This design comes from an exercise in tuning for a short achievable clock period and few clock cycles per item on the open sky130 flow, not from production work.
Only simulation tests tie the RTL to the original design; equivalence was not proved.
No activity file was given, so power comes from the tool's default toggle rates.

`config.mk`:
```
export PLATFORM = sky130hd
export DESIGN_NAME = rv_core
export DESIGN_NICKNAME = rv_core
export VERILOG_FILES = /design/flow/design.v
export SDC_FILE = /design/flow/constraint.sdc
export NUM_CORES = 4
export LEC_CHECK = 0
export CAP_MARGIN = 20
export CORE_MARGIN = 2
export CORE_UTILIZATION = 40
export SLEW_MARGIN = 20
```
`constraint.sdc`:
```
create_clock -name core_clock -period 8.0 [get_ports {clk}]
set_input_delay 1.6000 -clock core_clock [delete_from_list [all_inputs] [get_ports {clk}]]
set_output_delay 1.6000 -clock core_clock [all_outputs]
set_load 0.01 [all_outputs]
```
`design.v`:
```
`timescale 1ns/10ps
`default_nettype none
package rv_isa_pkg;
  localparam int XLEN = 32;
  typedef logic [XLEN-1:0] word_t;
  localparam int REG_AW = 5;
  typedef logic [REG_AW-1:0] reg_idx_t;
  localparam logic [6:0] OP_LOAD   = 7'b0000011;
  localparam logic [6:0] OP_STORE  = 7'b0100011;
  localparam logic [6:0] OP_BRANCH = 7'b1100011;
  localparam logic [6:0] OP_JALR   = 7'b1100111;
  localparam logic [6:0] OP_JAL    = 7'b1101111;
  localparam logic [6:0] OP_IMM    = 7'b0010011;
  localparam logic [6:0] OP_REG    = 7'b0110011;
  localparam logic [6:0] OP_SYSTEM = 7'b1110011;
  localparam logic [6:0] OP_AUIPC  = 7'b0010111;
  localparam logic [6:0] OP_LUI    = 7'b0110111;
  typedef struct packed {
    logic [6:0] funct7;
    reg_idx_t   rs2;
    reg_idx_t   rs1;
    logic [2:0] funct3;
    reg_idx_t   rd;
    logic [6:0] opcode;
  } r_fmt_t;
  typedef struct packed {
    logic [11:0] imm;
    reg_idx_t    rs1;
    logic [2:0]  funct3;
    reg_idx_t    rd;
    logic [6:0]  opcode;
  } i_fmt_t;
  typedef struct packed {
    logic [6:0] imm_hi;
    reg_idx_t   rs2;
    reg_idx_t   rs1;
    logic [2:0] funct3;
    logic [4:0] imm_lo;
    logic [6:0] opcode;
  } s_fmt_t;
  typedef struct packed {
    logic       imm_12;
    logic [5:0] imm_10_5;
    reg_idx_t   rs2;
    reg_idx_t   rs1;
    logic [2:0] funct3;
    logic [3:0] imm_4_1;
    logic       imm_11;
    logic [6:0] opcode;
  } b_fmt_t;
  typedef struct packed {
    logic [19:0] imm;
    reg_idx_t    rd;
    logic [6:0]  opcode;
  } u_fmt_t;
  typedef struct packed {
    logic       imm_20;
    logic [9:0] imm_10_1;
    logic       imm_11;
    logic [7:0] imm_19_12;
    reg_idx_t   rd;
    logic [6:0] opcode;
  } j_fmt_t;
  typedef union packed {
    r_fmt_t r_fmt;
    i_fmt_t i_fmt;
    s_fmt_t s_fmt;
    b_fmt_t b_fmt;
    u_fmt_t u_fmt;
    j_fmt_t j_fmt;
  } inst_t;
endpackage
`default_nettype wire
`timescale 1ns/10ps
`default_nettype none
package rv_ctrl_pkg;
  localparam int ALU_OP_W = 4;
  localparam logic [ALU_OP_W-1:0] ALU_ADD    = 4'd0;
  localparam logic [ALU_OP_W-1:0] ALU_SUB    = 4'd1;
  localparam logic [ALU_OP_W-1:0] ALU_AND    = 4'd2;
  localparam logic [ALU_OP_W-1:0] ALU_OR     = 4'd3;
  localparam logic [ALU_OP_W-1:0] ALU_XOR    = 4'd4;
  localparam logic [ALU_OP_W-1:0] ALU_SLL    = 4'd5;
  localparam logic [ALU_OP_W-1:0] ALU_SRL    = 4'd6;
  localparam logic [ALU_OP_W-1:0] ALU_SRA    = 4'd7;
  localparam logic [ALU_OP_W-1:0] ALU_SLT    = 4'd8;
  localparam logic [ALU_OP_W-1:0] ALU_SLTU   = 4'd9;
  localparam logic [ALU_OP_W-1:0] ALU_PASS_B = 4'd10;
  localparam logic [ALU_OP_W-1:0] ALU_LINK   = 4'd11;
  localparam int BR_OP_W = 3;
  localparam logic [BR_OP_W-1:0] BR_NONE = 3'd0;
  localparam logic [BR_OP_W-1:0] BR_EQ   = 3'd1;
  localparam logic [BR_OP_W-1:0] BR_NE   = 3'd2;
  localparam logic [BR_OP_W-1:0] BR_LT   = 3'd3;
  localparam logic [BR_OP_W-1:0] BR_GE   = 3'd4;
  localparam logic [BR_OP_W-1:0] BR_LTU  = 3'd5;
  localparam logic [BR_OP_W-1:0] BR_GEU  = 3'd6;
  localparam int FWD_W = 2;
  localparam logic [FWD_W-1:0] FWD_REG = 2'd0;
  localparam logic [FWD_W-1:0] FWD_MEM = 2'd1;
  localparam logic [FWD_W-1:0] FWD_WB  = 2'd2;
  localparam logic [31:0] NOP_WORD = 32'h0000_0013;
endpackage
`default_nettype wire
`timescale 1ns/10ps
`default_nettype none
module rv_regfile (
  input  logic                 clk,
  input  logic                 rst,
  input  rv_isa_pkg::reg_idx_t rs1,
  input  rv_isa_pkg::reg_idx_t rs2,
  input  rv_isa_pkg::reg_idx_t rd,
  input  rv_isa_pkg::word_t    rd_data,
  input  logic                 we,
  output rv_isa_pkg::word_t    rs1_data,
  output rv_isa_pkg::word_t    rs2_data
);
  rv_isa_pkg::word_t regs [1:2**rv_isa_pkg::REG_AW-1];
  function automatic rv_isa_pkg::word_t read_port(input rv_isa_pkg::reg_idx_t idx);
    if (idx == '0) begin
      read_port = '0;
    end else if (we && idx == rd) begin
      read_port = rd_data;
    end else begin
      read_port = regs[idx];
    end
  endfunction
  always_ff @(posedge clk) begin
    if (rst) begin
      for (int i = 1; i < 2**rv_isa_pkg::REG_AW; i++) begin
        regs[i] <= '0;
      end
    end else if (we) begin
      regs[rd] <= rd_data;
    end
  end
  always_comb begin
    rs1_data = read_port(rs1);
    rs2_data = read_port(rs2);
  end
endmodule
`default_nettype wire
`timescale 1ns/10ps
`default_nettype none
module rv_decoder (
  input  rv_isa_pkg::inst_t                inst,
  output rv_isa_pkg::reg_idx_t             rd,
  output rv_isa_pkg::reg_idx_t             rs1,
  output rv_isa_pkg::reg_idx_t             rs2,
  output rv_isa_pkg::word_t                imm,
  output logic [rv_ctrl_pkg::ALU_OP_W-1:0] alu_op,
  output logic [rv_ctrl_pkg::BR_OP_W-1:0]  br_op,
  output logic                             use_imm,
  output logic                             a_is_pc,
  output logic                             reg_we,
  output logic                             mem_rd,
  output logic                             mem_we,
  output logic                             is_jump,
  output logic                             is_jalr,
  output logic                             is_ecall
);
  logic [6:0] funct7;
  logic [2:0] funct3;
  logic       valid;
  function automatic logic [rv_ctrl_pkg::ALU_OP_W-1:0] alu_from_f3(input logic [2:0] f3, input logic alt);
    case (f3)
      3'b000:  alu_from_f3 = alt ? rv_ctrl_pkg::ALU_SUB : rv_ctrl_pkg::ALU_ADD;
      3'b001:  alu_from_f3 = rv_ctrl_pkg::ALU_SLL;
      3'b010:  alu_from_f3 = rv_ctrl_pkg::ALU_SLT;
      3'b011:  alu_from_f3 = rv_ctrl_pkg::ALU_SLTU;
      3'b100:  alu_from_f3 = rv_ctrl_pkg::ALU_XOR;
      3'b101:  alu_from_f3 = alt ? rv_ctrl_pkg::ALU_SRA : rv_ctrl_pkg::ALU_SRL;
      3'b110:  alu_from_f3 = rv_ctrl_pkg::ALU_OR;
      default: alu_from_f3 = rv_ctrl_pkg::ALU_AND;
    endcase
  endfunction
  assign funct7 = inst.r_fmt.funct7;
  assign funct3 = inst.r_fmt.funct3;
  always_comb begin
    rd       = inst.r_fmt.rd;
    rs1      = '0;
    rs2      = '0;
    imm      = '0;
    alu_op   = rv_ctrl_pkg::ALU_ADD;
    br_op    = rv_ctrl_pkg::BR_NONE;
    use_imm  = 1'b0;
    a_is_pc  = 1'b0;
    reg_we   = 1'b0;
    mem_rd   = 1'b0;
    mem_we   = 1'b0;
    is_jump  = 1'b0;
    is_jalr  = 1'b0;
    is_ecall = 1'b0;
    valid    = 1'b1;
    case (inst.r_fmt.opcode)
      rv_isa_pkg::OP_REG: begin
        rs1    = inst.r_fmt.rs1;
        rs2    = inst.r_fmt.rs2;
        reg_we = 1'b1;
        alu_op = alu_from_f3(funct3, funct7[5]);
        valid  = funct7 == 7'h00 ||
                 (funct7 == 7'h20 && (funct3 == 3'b000 || funct3 == 3'b101));
      end
      rv_isa_pkg::OP_IMM: begin
        rs1     = inst.i_fmt.rs1;
        imm     = {{20{inst.i_fmt.imm[11]}}, inst.i_fmt.imm};
        use_imm = 1'b1;
        reg_we  = 1'b1;
        alu_op  = alu_from_f3(funct3, funct3 == 3'b101 && funct7[5]);
        if (funct3 == 3'b001) begin
          valid = funct7 == 7'h00;
        end else if (funct3 == 3'b101) begin
          valid = funct7 == 7'h00 || funct7 == 7'h20;
        end
      end
      rv_isa_pkg::OP_LOAD: begin
        rs1     = inst.i_fmt.rs1;
        imm     = {{20{inst.i_fmt.imm[11]}}, inst.i_fmt.imm};
        use_imm = 1'b1;
        reg_we  = 1'b1;
        mem_rd  = 1'b1;
        valid   = funct3 == 3'b010;
      end
      rv_isa_pkg::OP_STORE: begin
        rs1     = inst.s_fmt.rs1;
        rs2     = inst.s_fmt.rs2;
        imm     = {{20{inst.s_fmt.imm_hi[6]}}, inst.s_fmt.imm_hi, inst.s_fmt.imm_lo};
        use_imm = 1'b1;
        mem_we  = 1'b1;
        valid   = funct3 == 3'b010;
      end
      rv_isa_pkg::OP_BRANCH: begin
        rs1 = inst.b_fmt.rs1;
        rs2 = inst.b_fmt.rs2;
        imm = {{19{inst.b_fmt.imm_12}}, inst.b_fmt.imm_12, inst.b_fmt.imm_11,
               inst.b_fmt.imm_10_5, inst.b_fmt.imm_4_1, 1'b0};
        case (funct3)
          3'b000:  br_op = rv_ctrl_pkg::BR_EQ;
          3'b001:  br_op = rv_ctrl_pkg::BR_NE;
          3'b100:  br_op = rv_ctrl_pkg::BR_LT;
          3'b101:  br_op = rv_ctrl_pkg::BR_GE;
          3'b110:  br_op = rv_ctrl_pkg::BR_LTU;
          3'b111:  br_op = rv_ctrl_pkg::BR_GEU;
          default: valid = 1'b0;
        endcase
      end
      rv_isa_pkg::OP_JAL: begin
        imm     = {{11{inst.j_fmt.imm_20}}, inst.j_fmt.imm_20, inst.j_fmt.imm_19_12,
                   inst.j_fmt.imm_11, inst.j_fmt.imm_10_1, 1'b0};
        alu_op  = rv_ctrl_pkg::ALU_LINK;
        a_is_pc = 1'b1;
        reg_we  = 1'b1;
        is_jump = 1'b1;
      end
      rv_isa_pkg::OP_JALR: begin
        rs1     = inst.i_fmt.rs1;
        imm     = {{20{inst.i_fmt.imm[11]}}, inst.i_fmt.imm};
        alu_op  = rv_ctrl_pkg::ALU_LINK;
        a_is_pc = 1'b1;
        reg_we  = 1'b1;
        is_jump = 1'b1;
        is_jalr = 1'b1;
        valid   = funct3 == 3'b000;
      end
      rv_isa_pkg::OP_LUI: begin
        imm     = {inst.u_fmt.imm, 12'h000};
        alu_op  = rv_ctrl_pkg::ALU_PASS_B;
        use_imm = 1'b1;
        reg_we  = 1'b1;
      end
      rv_isa_pkg::OP_AUIPC: begin
        imm     = {inst.u_fmt.imm, 12'h000};
        use_imm = 1'b1;
        a_is_pc = 1'b1;
        reg_we  = 1'b1;
      end
      rv_isa_pkg::OP_SYSTEM: begin
        is_ecall = inst == 32'h0000_0073;
        valid    = is_ecall;
      end
      default: valid = 1'b0;
    endcase
    if (!valid) begin
      rs1     = '0;
      rs2     = '0;
      br_op   = rv_ctrl_pkg::BR_NONE;
      reg_we  = 1'b0;
      mem_rd  = 1'b0;
      mem_we  = 1'b0;
      is_jump = 1'b0;
      is_jalr = 1'b0;
    end
    if (rd == '0) begin
      reg_we = 1'b0;
      mem_rd = 1'b0;
    end
  end
endmodule
`default_nettype wire
`timescale 1ns/10ps
`default_nettype none
module rv_alu (
  input  rv_isa_pkg::word_t                op_a,
  input  rv_isa_pkg::word_t                op_b,
  input  rv_isa_pkg::word_t                cmp_a,
  input  rv_isa_pkg::word_t                cmp_b,
  input  logic [rv_ctrl_pkg::ALU_OP_W-1:0] alu_op,
  input  logic [rv_ctrl_pkg::BR_OP_W-1:0]  br_op,
  output rv_isa_pkg::word_t                result,
  output logic                             take_branch
);
  logic [4:0] shamt;
  assign shamt = op_b[4:0];
  always_comb begin
    case (alu_op)
      rv_ctrl_pkg::ALU_ADD:    result = op_a + op_b;
      rv_ctrl_pkg::ALU_SUB:    result = op_a - op_b;
      rv_ctrl_pkg::ALU_AND:    result = op_a & op_b;
      rv_ctrl_pkg::ALU_OR:     result = op_a | op_b;
      rv_ctrl_pkg::ALU_XOR:    result = op_a ^ op_b;
      rv_ctrl_pkg::ALU_SLL:    result = op_a << shamt;
      rv_ctrl_pkg::ALU_SRL:    result = op_a >> shamt;
      rv_ctrl_pkg::ALU_SRA:    result = $signed(op_a) >>> shamt;
      rv_ctrl_pkg::ALU_SLT:    result = {{(rv_isa_pkg::XLEN-1){1'b0}}, $signed(op_a) < $signed(op_b)};
      rv_ctrl_pkg::ALU_SLTU:   result = {{(rv_isa_pkg::XLEN-1){1'b0}}, op_a < op_b};
      rv_ctrl_pkg::ALU_PASS_B: result = op_b;
      rv_ctrl_pkg::ALU_LINK:   result = op_a + 32'd4;
      default:    result = '0;
    endcase
  end
  always_comb begin
    case (br_op)
      rv_ctrl_pkg::BR_EQ:   take_branch = cmp_a == cmp_b;
      rv_ctrl_pkg::BR_NE:   take_branch = cmp_a != cmp_b;
      rv_ctrl_pkg::BR_LT:   take_branch = $signed(cmp_a) < $signed(cmp_b);
      rv_ctrl_pkg::BR_GE:   take_branch = $signed(cmp_a) >= $signed(cmp_b);
      rv_ctrl_pkg::BR_LTU:  take_branch = cmp_a < cmp_b;
      rv_ctrl_pkg::BR_GEU:  take_branch = cmp_a >= cmp_b;
      default: take_branch = 1'b0;
    endcase
  end
endmodule
`default_nettype wire
`timescale 1ns/10ps
`default_nettype none
module rv_hazard (
  input  rv_isa_pkg::reg_idx_t          d_rs1,
  input  rv_isa_pkg::reg_idx_t          d_rs2,
  input  rv_isa_pkg::reg_idx_t          x_rs1,
  input  rv_isa_pkg::reg_idx_t          x_rs2,
  input  rv_isa_pkg::reg_idx_t          x_rd,
  input  rv_isa_pkg::reg_idx_t          m_rd,
  input  rv_isa_pkg::reg_idx_t          w_rd,
  input  logic                          x_mem_rd,
  input  logic                          m_reg_we,
  input  logic                          w_reg_we,
  input  logic                          redirect,
  output logic [rv_ctrl_pkg::FWD_W-1:0] fwd_a,
  output logic [rv_ctrl_pkg::FWD_W-1:0] fwd_b,
  output logic                          stall,
  output logic                          flush_d,
  output logic                          flush_x
);
  logic load_use;
  function automatic logic [rv_ctrl_pkg::FWD_W-1:0] fwd_sel(input rv_isa_pkg::reg_idx_t rs);
    if (m_reg_we && m_rd == rs) begin
      fwd_sel = rv_ctrl_pkg::FWD_MEM;
    end else if (w_reg_we && w_rd == rs) begin
      fwd_sel = rv_ctrl_pkg::FWD_WB;
    end else begin
      fwd_sel = rv_ctrl_pkg::FWD_REG;
    end
  endfunction
  always_comb begin
    fwd_a    = fwd_sel(x_rs1);
    fwd_b    = fwd_sel(x_rs2);
    load_use = x_mem_rd && (x_rd == d_rs1 || x_rd == d_rs2);
    stall    = load_use && !redirect;
    flush_d  = redirect;
    flush_x  = redirect || load_use;
  end
endmodule
`default_nettype wire
`timescale 1ns/10ps
`default_nettype none
module rv_core #(
  parameter rv_isa_pkg::word_t RESET_PC = 32'h0000_0100
) (
  input  logic              clk,
  input  logic              rst,
  output rv_isa_pkg::word_t imem_addr,
  input  rv_isa_pkg::word_t imem_data,
  output rv_isa_pkg::word_t dmem_addr,
  output rv_isa_pkg::word_t dmem_wdata,
  output logic              dmem_we,
  input  rv_isa_pkg::word_t dmem_rdata,
  output logic              halt,
  output rv_isa_pkg::word_t trace_pc,
  output rv_isa_pkg::word_t trace_inst
);
  function automatic rv_isa_pkg::word_t fwd_mux(input logic [rv_ctrl_pkg::FWD_W-1:0] sel, input rv_isa_pkg::word_t reg_val,
                                    input rv_isa_pkg::word_t mem_val, input rv_isa_pkg::word_t wb_val);
    case (sel)
      rv_ctrl_pkg::FWD_MEM: fwd_mux = mem_val;
      rv_ctrl_pkg::FWD_WB:  fwd_mux = wb_val;
      default: fwd_mux = reg_val;
    endcase
  endfunction
  logic [rv_ctrl_pkg::FWD_W-1:0] fwd_a;
  logic [rv_ctrl_pkg::FWD_W-1:0] fwd_b;
  logic             stall;
  logic             flush_d;
  logic             flush_x;
  logic             redirect;
  rv_isa_pkg::word_t pc;
  rv_isa_pkg::word_t pc_target;
  rv_isa_pkg::word_t d_pc;
  rv_isa_pkg::inst_t d_inst;
  always_ff @(posedge clk) begin
    if (rst) begin
      pc <= RESET_PC;
    end else if (!stall) begin
      pc <= redirect ? pc_target : pc + 32'd4;
    end
  end
  assign imem_addr = pc;
  always_ff @(posedge clk) begin
    if (rst || flush_d) begin
      d_pc   <= '0;
      d_inst <= rv_ctrl_pkg::NOP_WORD;
    end else if (!stall) begin
      d_pc   <= pc;
      d_inst <= imem_data;
    end
  end
  rv_isa_pkg::reg_idx_t              d_rd;
  rv_isa_pkg::reg_idx_t              d_rs1;
  rv_isa_pkg::reg_idx_t              d_rs2;
  rv_isa_pkg::word_t                 d_imm;
  rv_isa_pkg::word_t                 d_rs1_data;
  rv_isa_pkg::word_t                 d_rs2_data;
  logic [rv_ctrl_pkg::ALU_OP_W-1:0]   d_alu_op;
  logic [rv_ctrl_pkg::BR_OP_W-1:0]    d_br_op;
  logic                  d_use_imm;
  logic                  d_a_is_pc;
  logic                  d_reg_we;
  logic                  d_mem_rd;
  logic                  d_mem_we;
  logic                  d_is_jump;
  logic                  d_is_jalr;
  logic                  d_is_ecall;
  rv_isa_pkg::reg_idx_t              w_rd;
  rv_isa_pkg::word_t                 w_data;
  logic                  w_reg_we;
  rv_decoder i_rv_decoder (
    .inst     (d_inst),
    .rd       (d_rd),
    .rs1      (d_rs1),
    .rs2      (d_rs2),
    .imm      (d_imm),
    .alu_op   (d_alu_op),
    .br_op    (d_br_op),
    .use_imm  (d_use_imm),
    .a_is_pc  (d_a_is_pc),
    .reg_we   (d_reg_we),
    .mem_rd   (d_mem_rd),
    .mem_we   (d_mem_we),
    .is_jump  (d_is_jump),
    .is_jalr  (d_is_jalr),
    .is_ecall (d_is_ecall)
  );
  rv_regfile i_rv_regfile (
    .clk      (clk),
    .rst      (rst),
    .rs1      (d_rs1),
    .rs2      (d_rs2),
    .rd       (w_rd),
    .rd_data  (w_data),
    .we       (w_reg_we),
    .rs1_data (d_rs1_data),
    .rs2_data (d_rs2_data)
  );
  rv_isa_pkg::word_t              x_pc;
  rv_isa_pkg::word_t              x_inst;
  logic [rv_ctrl_pkg::BR_OP_W-1:0] x_br_op;
  logic               x_reg_we;
  logic               x_mem_rd;
  logic               x_mem_we;
  logic               x_is_jump;
  logic               x_is_jalr;
  logic               x_is_ecall;
  always_ff @(posedge clk) begin
    if (rst || flush_x) begin
      x_pc       <= '0;
      x_inst     <= rv_ctrl_pkg::NOP_WORD;
      x_br_op    <= rv_ctrl_pkg::BR_NONE;
      x_reg_we   <= 1'b0;
      x_mem_rd   <= 1'b0;
      x_mem_we   <= 1'b0;
      x_is_jump  <= 1'b0;
      x_is_jalr  <= 1'b0;
      x_is_ecall <= 1'b0;
    end else begin
      x_pc       <= d_pc;
      x_inst     <= d_inst;
      x_br_op    <= d_br_op;
      x_reg_we   <= d_reg_we;
      x_mem_rd   <= d_mem_rd;
      x_mem_we   <= d_mem_we;
      x_is_jump  <= d_is_jump;
      x_is_jalr  <= d_is_jalr;
      x_is_ecall <= d_is_ecall;
    end
  end
  rv_isa_pkg::word_t               x_rs1_data;
  rv_isa_pkg::word_t               x_rs2_data;
  rv_isa_pkg::word_t               x_imm;
  rv_isa_pkg::reg_idx_t            x_rd;
  rv_isa_pkg::reg_idx_t            x_rs1;
  rv_isa_pkg::reg_idx_t            x_rs2;
  logic [rv_ctrl_pkg::ALU_OP_W-1:0] x_alu_op;
  logic                x_use_imm;
  logic                x_a_is_pc;
  always_ff @(posedge clk) begin
    x_rs1_data <= d_rs1_data;
    x_rs2_data <= d_rs2_data;
    x_imm      <= d_imm;
    x_rd       <= d_rd;
    x_rs1      <= d_rs1;
    x_rs2      <= d_rs2;
    x_alu_op   <= d_alu_op;
    x_use_imm  <= d_use_imm;
    x_a_is_pc  <= d_a_is_pc;
  end
  rv_isa_pkg::word_t    m_result;
  rv_isa_pkg::reg_idx_t m_rd;
  logic     m_reg_we;
  rv_isa_pkg::word_t    fwd_a_val;
  rv_isa_pkg::word_t    fwd_b_val;
  rv_isa_pkg::word_t    x_result;
  rv_isa_pkg::word_t    jalr_sum;
  logic     take_branch;
  assign fwd_a_val = fwd_mux(fwd_a, x_rs1_data, m_result, w_data);
  assign fwd_b_val = fwd_mux(fwd_b, x_rs2_data, m_result, w_data);
  rv_alu i_rv_alu (
    .op_a        (x_a_is_pc ? x_pc : fwd_a_val),
    .op_b        (x_use_imm ? x_imm : fwd_b_val),
    .cmp_a       (fwd_a_val),
    .cmp_b       (fwd_b_val),
    .alu_op      (x_alu_op),
    .br_op       (x_br_op),
    .result      (x_result),
    .take_branch (take_branch)
  );
  assign redirect  = take_branch || x_is_jump || x_is_ecall;
  assign jalr_sum  = fwd_a_val + x_imm;
  assign pc_target = x_is_jalr ? {jalr_sum[rv_isa_pkg::XLEN-1:1], 1'b0} : x_pc + x_imm;
  rv_hazard i_rv_hazard (
    .d_rs1    (d_rs1),
    .d_rs2    (d_rs2),
    .x_rs1    (x_rs1),
    .x_rs2    (x_rs2),
    .x_rd     (x_rd),
    .m_rd     (m_rd),
    .w_rd     (w_rd),
    .x_mem_rd (x_mem_rd),
    .m_reg_we (m_reg_we),
    .w_reg_we (w_reg_we),
    .redirect (redirect),
    .fwd_a    (fwd_a),
    .fwd_b    (fwd_b),
    .stall    (stall),
    .flush_d  (flush_d),
    .flush_x  (flush_x)
  );
  rv_isa_pkg::word_t m_pc;
  rv_isa_pkg::word_t m_inst;
  rv_isa_pkg::word_t m_wdata;
  logic  m_mem_rd;
  logic  m_mem_we;
  logic  m_is_ecall;
  always_ff @(posedge clk) begin
    if (rst) begin
      m_pc       <= '0;
      m_inst     <= rv_ctrl_pkg::NOP_WORD;
      m_reg_we   <= 1'b0;
      m_mem_rd   <= 1'b0;
      m_mem_we   <= 1'b0;
      m_is_ecall <= 1'b0;
    end else begin
      m_pc       <= x_pc;
      m_inst     <= x_inst;
      m_reg_we   <= x_reg_we;
      m_mem_rd   <= x_mem_rd;
      m_mem_we   <= x_mem_we;
      m_is_ecall <= x_is_ecall;
    end
  end
  always_ff @(posedge clk) begin
    m_result <= x_result;
    m_wdata  <= fwd_b_val;
    m_rd     <= x_rd;
  end
  assign dmem_addr  = m_result;
  assign dmem_wdata = m_wdata;
  assign dmem_we    = m_mem_we;
  rv_isa_pkg::word_t w_pc;
  rv_isa_pkg::word_t w_inst;
  logic  w_is_ecall;
  always_ff @(posedge clk) begin
    if (rst) begin
      w_pc       <= '0;
      w_inst     <= rv_ctrl_pkg::NOP_WORD;
      w_reg_we   <= 1'b0;
      w_is_ecall <= 1'b0;
    end else begin
      w_pc       <= m_pc;
      w_inst     <= m_inst;
      w_reg_we   <= m_reg_we;
      w_is_ecall <= m_is_ecall;
    end
  end
  always_ff @(posedge clk) begin
    w_data <= m_mem_rd ? dmem_rdata : m_result;
    w_rd   <= m_rd;
  end
  assign halt       = w_is_ecall;
  assign trace_pc   = w_pc;
  assign trace_inst = w_inst;
endmodule
`default_nettype wire
```
`run.sh`:
```
#!/bin/bash
# synth_recipe.tcl (not shown) runs the flow's synth.tcl, then flattens the netlist and writes it again
# the make line also repeats each setting of config.mk as NAME=value (left out here)
make -C /OpenROAD-flow-scripts/flow DESIGN_CONFIG=/design/flow/config.mk WORK_HOME=/design/flow/orfs CLKGATE_MAP_FILE= SYNTH_SCRIPT=/design/flow/synth_recipe.tcl finish
```
==> metrics.cfg <==
[timing]
hold_viol_final = 0
final.setup_skew_ps = 58.5
worst_pin_slew_ps = 1170
finalCritPeriodShare_pct = 91.7
min_period_ps = 7330
max_freq_ghz = 0.136
tns_ps = 0
final-setup-viol-count = 0
max_slew_margin_pct = 21.3
rsz0062_at_grt = no
drv_slew = 0

[placed_design]
portBuffers = 227
postPlaceCellArea_um2 = 93000
dp_hpwl_um = 252000
gp_congestion = 1.04

[finish]
post-route-util_pct = 45.4
fillers = 20000
final_nets = 8645
seq_area_um2 = 41300
final_layout_size_suffix_gt1_share_pct = 10.1
top_register = i_rv_regfile.regs
largest_reg_flops = 1024
multi_input_area_um2 = 43000
final_cell_area_um2 = 98700
syn2layout_area_growth_pct = 12.9

[floorplanning]
initial_core_util_pct = 40.2
coreArea_um2 = 217000
rows = 171
die_height_um = 471
dieArea_um2 = 222000
pin_count = 228
die_w_um = 471

[global_route]
grt_use_total_pct = 32.2
grt_pass1_wl_um = 522000
grt_pass1_vias = 69300
grt_overflow = 0
antenna_found_initial = 36
grt_max_degree = 146

[critical_path]
path_common_cell = nand4_1
slowest_delay_ps = 930
path_max_fanout = 38
cp_cell_sequence = xnor2_1 > and4_1 > buf_4 > nand3_1 > a31oi_1 > ha_1 > nand4_1 > nor4_1 > nand4_1 > or2_2 > o32ai_1 > o21ai_0 > nor3b_1 > or4_1 > nor3_4 > buf_4 > nand4_1 > nor3_1
crit_arrival_ps = 8080
crit_type = reg -> reg
required_ps = 8740
crit_path_top_delay_cell = and4_1
crit_path_start_kind = flip-flop
crit_path_end_kind = flip-flop

[clocking]
ctsResizeCount = 0
hold_buffers = 0
htree_levels = 4
post_cts_buffers = 0
cts_tree = done
root_buffer = clkbuf_16
cts_sinks = 1550
path_clk_slew_ps = 60
cts_buffer_depth = 3
cts_buffers = 174
clk_latency_ps = 870

[synthesis]
synth_common_cells = and2_1 (1,087), edfxtp_1 (1,024), nand2_1 (757)
synth_cell_type_count = 99
seq_area_frac_synth_pct = 47.2
synthAdderAreaFrac_pct = 2.83
synth_area_leaders = edfxtp_1 (35%), dfxtp_1 (12%), and2_1 (7.8%), mux2i_1 (5.1%), mux4_2 (3.9%)
synth_area_um2 = 87400
mappedNetlistNets = 8787
synth-simple-area-share_pct = 17.6
synth_mux_area_share_pct = 9.70
synthArstFlopShare_pct = 0
avgSynthCellArea_um2 = 10.3
syn-instance-count = 8526
yosys.area.top_type = edfxtp_1
synth_top_area_share_pct = 35.2
yosysWarningCount = 5
yosysMostFrequentCell = and2_1
synth_top_family_by_area = simple AND/OR/NAND/NOR gates
synth-seq-cells = 1550
synth_compound_area_share_pct = 16.8
synth_xor_area_share_pct = 1.55
ys.flop_type = edfxtp_1
synth_edf_count = 1024

[route]
ant_nets = 0
dr.pass1.iters = 6
wl_per_cell_um = 32.5
drtIter0Drc = 9379
via_count = 73100
totalWireLength_um = 370000
viasPerCell = 6.42
drc = 0

[power_and_ir_drop]
power_leakage_uw = 0.0348
ir_worst_vdd_v = 0.000214
finalPower_uw = 18800
power.density_nw_per_um2 = 191

[worst_hold_path]
worst_hold_path_type = reg -> reg

[job]
cap_violations = 0

[status]
outcome = no timing/DRC/antenna violations

stage by stage:
stage                     instances  hold WS, ps  setup slack (ps)
final                         11400          398               668
after global routing          11400          403               377
after CTS                     11400          398               947
after detailed placement      11100          389               984
after global placement        11100          386              1170
after floorplan                8526          372              2320
power by group:
group,switching (µW),total [µW],internal (µW)
logic,1200,1720,520
clock network,3520,8070,4550
registers,264,9030,8770
routing by layer:
metal	global-route usage [%]	wire length, µm	vias to the layer above	part of all wire (%)
li1	-	-	31400	-
met1	42.7	146000	36500	39
met2	50.0	165000	4405	45
met3	6.97	38300	854	10
met4	15.4	19900	24	5.4
met5	0	208	-	0.056
worst max-delay path, delay by kind of cell (launching register included):
kind	cells	cell delay (ps)
buffers and inverters	2	770
XOR/XNOR	1	190
AO/OA/AOI/OAI	3	940
adder cells (fa/ha/maj)	1	340
flip-flops	1	630
AND/OR/NAND/NOR	11	4320
worst paths after layout:
check,start,endpoint,slack (ps),cells past startpoint
max,w_rd[3]$_DFF_P_,x_br_op[0]$_SDFF_PP0_,670,18
min reg2reg,m_rd[1]$_DFF_P_,w_rd[1]$_DFF_P_,400,0
max reg2reg,w_rd[3]$_DFF_P_,x_br_op[0]$_SDFF_PP0_,670,18
min,m_rd[1]$_DFF_P_,w_rd[1]$_DFF_P_,400,0
cell usage in the layout (no fill, tap or decap), types with 179 or more instances in the layout:
cell	n
nor2b_1	241
nor2_1	215
buf_4	231
a21oi_1	279
nand3_1	239
clkbuf_16	179
dfxtp_1	523
o211ai_1	202
clkdlybuf4s50_1	226
o21ai_0	370
edfxtp_1	1024
ha_1	191
mux2i_1	443
o221ai_1	265
and2_1	1087
nand2_1	746
a211oi_1	191
logic make-up after synthesis:
| family | count (synthesis) |
|---|---|
| AOI/OAI and AO/OA | 2104 |
| DFF | 1550 |
| buffers and inverters | 965 |
| xor gates and xnor gates | 155 |
| and+or+nand+nor | 2906 |
| muxes | 651 |
| adders and majority gates | 195 |
area by class of cell:
class                           instances  area share, %
Clock buffer                          236           4.93
Clock inverter                         83          0.843
Inverter                              166          0.661
Timing Repair Buffer                  481           4.53
Multi-Input combinational cell       6011           43.6
Tap cell                             2854           3.62
Sequential cell                      1550           41.8
Antenna cell                            8         0.0203
Testbench counts, summed over its fixed seeds: cycles 232,378, instrs 157,230.

-- what the ideal ports hide --
No port has a modelled driver above. Below, the same layout with a new extraction and two added sets of constraints. Step 1 sets driving cells, clkbuf_16 on the clock port and buf_2 on the other inputs (assumed; they add their load-dependent delay and slew). Step 2 adds t to the input delays and takes it off the output delays; t is the mean of the earliest and latest rising clock arrival at the registers after step 1. Input paths then give back, and output paths get back, about the clock's delay inside the block. Three values: no drivers, after step 1, after step 2; two values: the first two.
shift t [ns]: 0.928
setup slack, ns: 0.668 / 0.668 / 0.668
worst data-port slew with drivers (ns): 0.08
pins driven straight from the clock port: 1
After both steps this run still meets setup and hold. For this run, drivers alone change the setup slack by 0.000 ns; drivers and shift together by 0.000 ns.
